What follows belongs to an exercise in optimizing a design on an open flow for small area, a short achievable clock period and few clock cycles per item; a production flow would make more cautious choices. Only simulation tests tie the RTL to the original design; equivalence was not proved. Power and IR drop assume default switching activity.

## the reference run
==> flow/design.v <==
`timescale 1ns / 1ps
package cdq_pkg;
	localparam int DATA_W = 32;
	localparam int CMD_W  = 3;
	localparam int STAT_W = 2;
	localparam int OCC_W  = 5;
	localparam logic [CMD_W-1:0] CMD_PUSH_FRONT = 3'd0;
	localparam logic [CMD_W-1:0] CMD_PUSH_REAR  = 3'd1;
	localparam logic [CMD_W-1:0] CMD_POP_FRONT  = 3'd2;
	localparam logic [CMD_W-1:0] CMD_POP_REAR   = 3'd3;
	localparam logic [CMD_W-1:0] CMD_QUERY      = 3'd4;
	localparam logic [STAT_W-1:0] ST_DONE  = 2'd0;
	localparam logic [STAT_W-1:0] ST_FULL  = 2'd1;
	localparam logic [STAT_W-1:0] ST_EMPTY = 2'd2;
	typedef struct packed {
		logic [CMD_W-1:0]         cmd;
		logic signed [DATA_W-1:0] push_value;
	} cdq_req_t;
	typedef struct packed {
		logic [STAT_W-1:0]        status;
		logic signed [DATA_W-1:0] popped_value;
		logic signed [DATA_W-1:0] front_value;
		logic signed [DATA_W-1:0] rear_value;
		logic [OCC_W-1:0]         occupancy;
		logic                     is_empty;
		logic                     is_full;
	} cdq_rsp_t;
	typedef enum logic {
		CDQ_IDLE,
		CDQ_POP
	} cdq_state_t;
endpackage
`timescale 1ns / 1ps
module deque_top (
	input  logic        clk,
	input  logic        arst_n,
	input  logic        req_valid,
	output logic        req_ready,
	input  logic [2:0]  req_cmd,
	input  logic [31:0] req_value,
	output logic        rsp_valid,
	input  logic        rsp_ready,
	output logic [1:0]  rsp_status,
	output logic [31:0] rsp_popped,
	output logic [31:0] rsp_front,
	output logic [31:0] rsp_rear,
	output logic [4:0]  rsp_occupancy,
	output logic        rsp_empty,
	output logic        rsp_full
);
	localparam int RN = 14;    
	localparam int DW = 32;
	logic [4:0]    cnt_q;
	logic          empty_q;
	logic [3:0]    rp_h_q, rp_t_q;      
	logic [DW-1:0] ring_q [RN];
	logic [DW-1:0] front_q, rear_q;
	logic          rsp_valid_q;
	logic [1:0]    status_q;
	logic [DW-1:0] popped_q;
	logic          skid_v_q;
	logic [2:0]    skid_cmd_q;
	logic [DW-1:0] skid_val_q;
	logic          slot_free, run;
	logic [2:0]    cmd;
	logic [DW-1:0] value;
	assign req_ready = !skid_v_q;
	assign slot_free = !rsp_valid_q || rsp_ready;
	assign run       = (skid_v_q || req_valid) && slot_free;
	assign cmd       = skid_v_q ? skid_cmd_q : req_cmd;
	assign value     = skid_v_q ? skid_val_q : req_value;
	always_ff @(posedge clk or negedge arst_n) begin
		if (!arst_n)
			skid_v_q <= 1'b0;
		else if (skid_v_q)
			skid_v_q <= !slot_free;
		else
			skid_v_q <= req_valid && !slot_free;
	end
	always_ff @(posedge clk) begin
		if (!skid_v_q) begin
			skid_cmd_q <= req_cmd;
			skid_val_q <= req_value;
		end
	end
	logic is_push, is_pop, at_rear;
	assign is_push = (cmd[2:1] == 2'b00);
	assign is_pop  = (cmd[2:1] == 2'b01);
	assign at_rear = cmd[0];
	logic n1, n2, ge2, full;
	assign n1   = (cnt_q == 5'd1);
	assign n2   = (cnt_q == 5'd2);
	assign full = cnt_q[4];
	assign ge2  = !empty_q && !n1;
	logic push_ok, pop_ok, ring_push, ring_pop;
	assign push_ok   = is_push && !full;
	assign pop_ok    = is_pop && !empty_q;
	assign ring_push = push_ok && ge2;
	assign ring_pop  = pop_ok && ge2 && !n2;
	logic [3:0] h_prev, h_next, t_prev, t_next;
	assign h_prev = (rp_h_q == 4'd0)       ? 4'(RN - 1) : rp_h_q - 4'd1;
	assign h_next = (rp_h_q == 4'(RN - 1)) ? 4'd0       : rp_h_q + 4'd1;
	assign t_prev = (rp_t_q == 4'd0)       ? 4'(RN - 1) : rp_t_q - 4'd1;
	assign t_next = (rp_t_q == 4'(RN - 1)) ? 4'd0       : rp_t_q + 4'd1;
	logic [DW-1:0] near_w, far_w;
	assign near_w = at_rear ? rear_q : front_q;
	assign far_w  = at_rear ? front_q : rear_q;
	logic [DW-1:0] pop_w, rd_h, rd_t;
	always_comb begin
		rd_h = '0;
		rd_t = '0;
		for (int i = 0; i < RN; i++) begin
			rd_h = rd_h | (ring_q[i] & {DW{rp_h_q == 4'(i)}});
			rd_t = rd_t | (ring_q[i] & {DW{rp_t_q == 4'(i)}});
		end
		pop_w = n2 ? far_w : (at_rear ? rd_t : rd_h);
	end
	logic [DW-1:0] end_d;
	always_comb begin
		if (is_push)
			end_d = value;
		else if (pop_ok && ge2)
			end_d = pop_w;
		else
			end_d = '0;
	end
	logic front_ld, rear_ld;
	assign front_ld = empty_q || (push_ok && !at_rear) || (pop_ok && (!at_rear || n1));
	assign rear_ld  = empty_q || (push_ok && at_rear)  || (pop_ok && (at_rear || n1));
	logic [4:0] cnt_d;
	always_comb begin
		cnt_d = cnt_q;
		if (push_ok)
			cnt_d = cnt_q + 5'd1;
		if (pop_ok)
			cnt_d = cnt_q - 5'd1;
	end
	always_ff @(posedge clk or negedge arst_n) begin
		if (!arst_n) begin
			cnt_q       <= '0;
			empty_q     <= 1'b1;
			rp_h_q      <= 4'd0;
			rp_t_q      <= 4'(RN - 1);
			rsp_valid_q <= 1'b0;
		end else begin
			if (run) begin
				cnt_q   <= cnt_d;
				empty_q <= (cnt_d == 5'd0);
				if (ring_push && !at_rear)
					rp_h_q <= h_prev;
				if (ring_pop && !at_rear)
					rp_h_q <= h_next;
				if (ring_push && at_rear)
					rp_t_q <= t_next;
				if (ring_pop && at_rear)
					rp_t_q <= t_prev;
			end
			if (slot_free)
				rsp_valid_q <= run;
		end
	end
	always_ff @(posedge clk) begin
		if (run && front_ld)
			front_q <= end_d;
		if (run && rear_ld)
			rear_q <= end_d;
		if (run) begin
			popped_q <= near_w & {DW{pop_ok}};
			status_q <= {is_pop && empty_q, is_push && full};
		end
	end
	logic [3:0] waddr;
	assign waddr = at_rear ? t_next : h_prev;
	for (genvar i = 0; i < RN; i++) begin : g_ring
		always_ff @(posedge clk) begin
			if (run && ring_push && waddr == 4'(i))
				ring_q[i] <= near_w;
		end
	end
	assign rsp_valid     = rsp_valid_q;
	assign rsp_status    = status_q;
	assign rsp_popped    = popped_q;
	assign rsp_front     = front_q;
	assign rsp_rear      = rear_q;
	assign rsp_occupancy = cnt_q;
	assign rsp_empty     = empty_q;
	assign rsp_full      = full;
endmodule
Settings: LEC_CHECK=0, CAP_MARGIN=20, CORE_MARGIN=2, CORE_UTILIZATION=55, SETUP_SLACK_MARGIN=2.8, SLEW_MARGIN=20, TNS_END_PERCENT=0; clock period 5.0 ns.
run.sh (not shown) runs the stock make flow with config.mk's settings and CLKGATE_MAP_FILE= SYNTH_SCRIPT=/design/flow/synth_recipe.tcl, a recipe that flattens the netlist after the stock synthesis.
Testbench counts of the reference run, summed over its fixed seeds: cycles 48,008, commands 48,000.
The following lists how the trial run was set up differently from the reference run:
diff --git a/flow/design.v b/flow/design.v
--- a/flow/design.v
+++ b/flow/design.v
@@ -102,21 +102,19 @@
 	assign h_next = (rp_h_q == 4'(RN - 1)) ? 4'd0       : rp_h_q + 4'd1;
 	assign t_prev = (rp_t_q == 4'd0)       ? 4'(RN - 1) : rp_t_q - 4'd1;
 	assign t_next = (rp_t_q == 4'(RN - 1)) ? 4'd0       : rp_t_q + 4'd1;
 	logic [DW-1:0] near_w, far_w;
 	assign near_w = at_rear ? rear_q : front_q;
 	assign far_w  = at_rear ? front_q : rear_q;
-	logic [DW-1:0] pop_w, rd_h, rd_t;
+	logic [DW-1:0] pop_w;
+	logic [3:0]    raddr;
+	assign raddr = at_rear ? rp_t_q : rp_h_q;
 	always_comb begin
-		rd_h = '0;
-		rd_t = '0;
-		for (int i = 0; i < RN; i++) begin
-			rd_h = rd_h | (ring_q[i] & {DW{rp_h_q == 4'(i)}});
-			rd_t = rd_t | (ring_q[i] & {DW{rp_t_q == 4'(i)}});
-		end
-		pop_w = n2 ? far_w : (at_rear ? rd_t : rd_h);
+		pop_w = far_w & {DW{n2}};
+		for (int i = 0; i < RN; i++)
+			pop_w = pop_w | (ring_q[i] & {DW{!n2 && raddr == 4'(i)}});
 	end
 	logic [DW-1:0] end_d;
 	always_comb begin
 		if (is_push)
 			end_d = value;
 		else if (pop_ok && ge2)
Notes after the runs:
The higher register-to-register slack came out of the trial run. Delta (the trial run minus the reference run): maximum number of pins on one net before global-route repair -42, global-route usage -17 points, met2 capacity usage during global routing -14 points, synthesized cell count -25%. The trial run vs the reference run: routed wire length down. Total die area for the trial run is lower than for the reference run. Note that the layout filler cell count recorded for the trial run amounts to 0.909 times the value seen in the reference run. In the tables for the trial run and the reference run, portion of netlist area occupied by mux cells reads higher with the reference run. The clock buffer count in the trial run is 1.19 times that in the reference run. Of the two values seen for dominant power group, sequential cells was produced by the trial run and combinational cells by the reference run. Power: the trial run vs the reference run down 4.1 mW. For the delay contributed by the slowest stage of the critical path, the trial run came in 0.26 ns lower than the reference run did.
Testbench counts of the trial run, summed over its fixed seeds: cycles 48,008, commands 48,000.

## port drivers added, routing unchanged
In the flow no input, the clock included, has a driving cell. The finished layouts below were timed again as built, in two steps. Step 1, drivers: a clkbuf_16 drives clk and a buf_2 each remaining input, both assumed. Step 2 times the ports against the registers' clock, not the clock port: input delays grow and output delays shrink by t, the midpoint of the rising clock arrivals with the driver on. Slacks: no drivers / after step 1 / after step 2; pairs: no drivers / after step 1.
| run | t (ns) | setup WS [ns] | latest minus earliest clock arrival (ns) | worst slew at a driven data input, ns |
|---|---|---|---|---|
| the reference run | 0.734 | 2.085 / 2.085 / 1.543 | 0.047 / 0.047 | 0.06 |
| the trial run | 0.682 | 2.177 / 2.206 / 1.524 | 0.027 / 0.028 | 0.06 |
After both steps every run listed still meets setup and hold. For the trial run, which loses most, drivers alone change the setup slack by +0.029 ns; drivers and shift together by -0.653 ns.
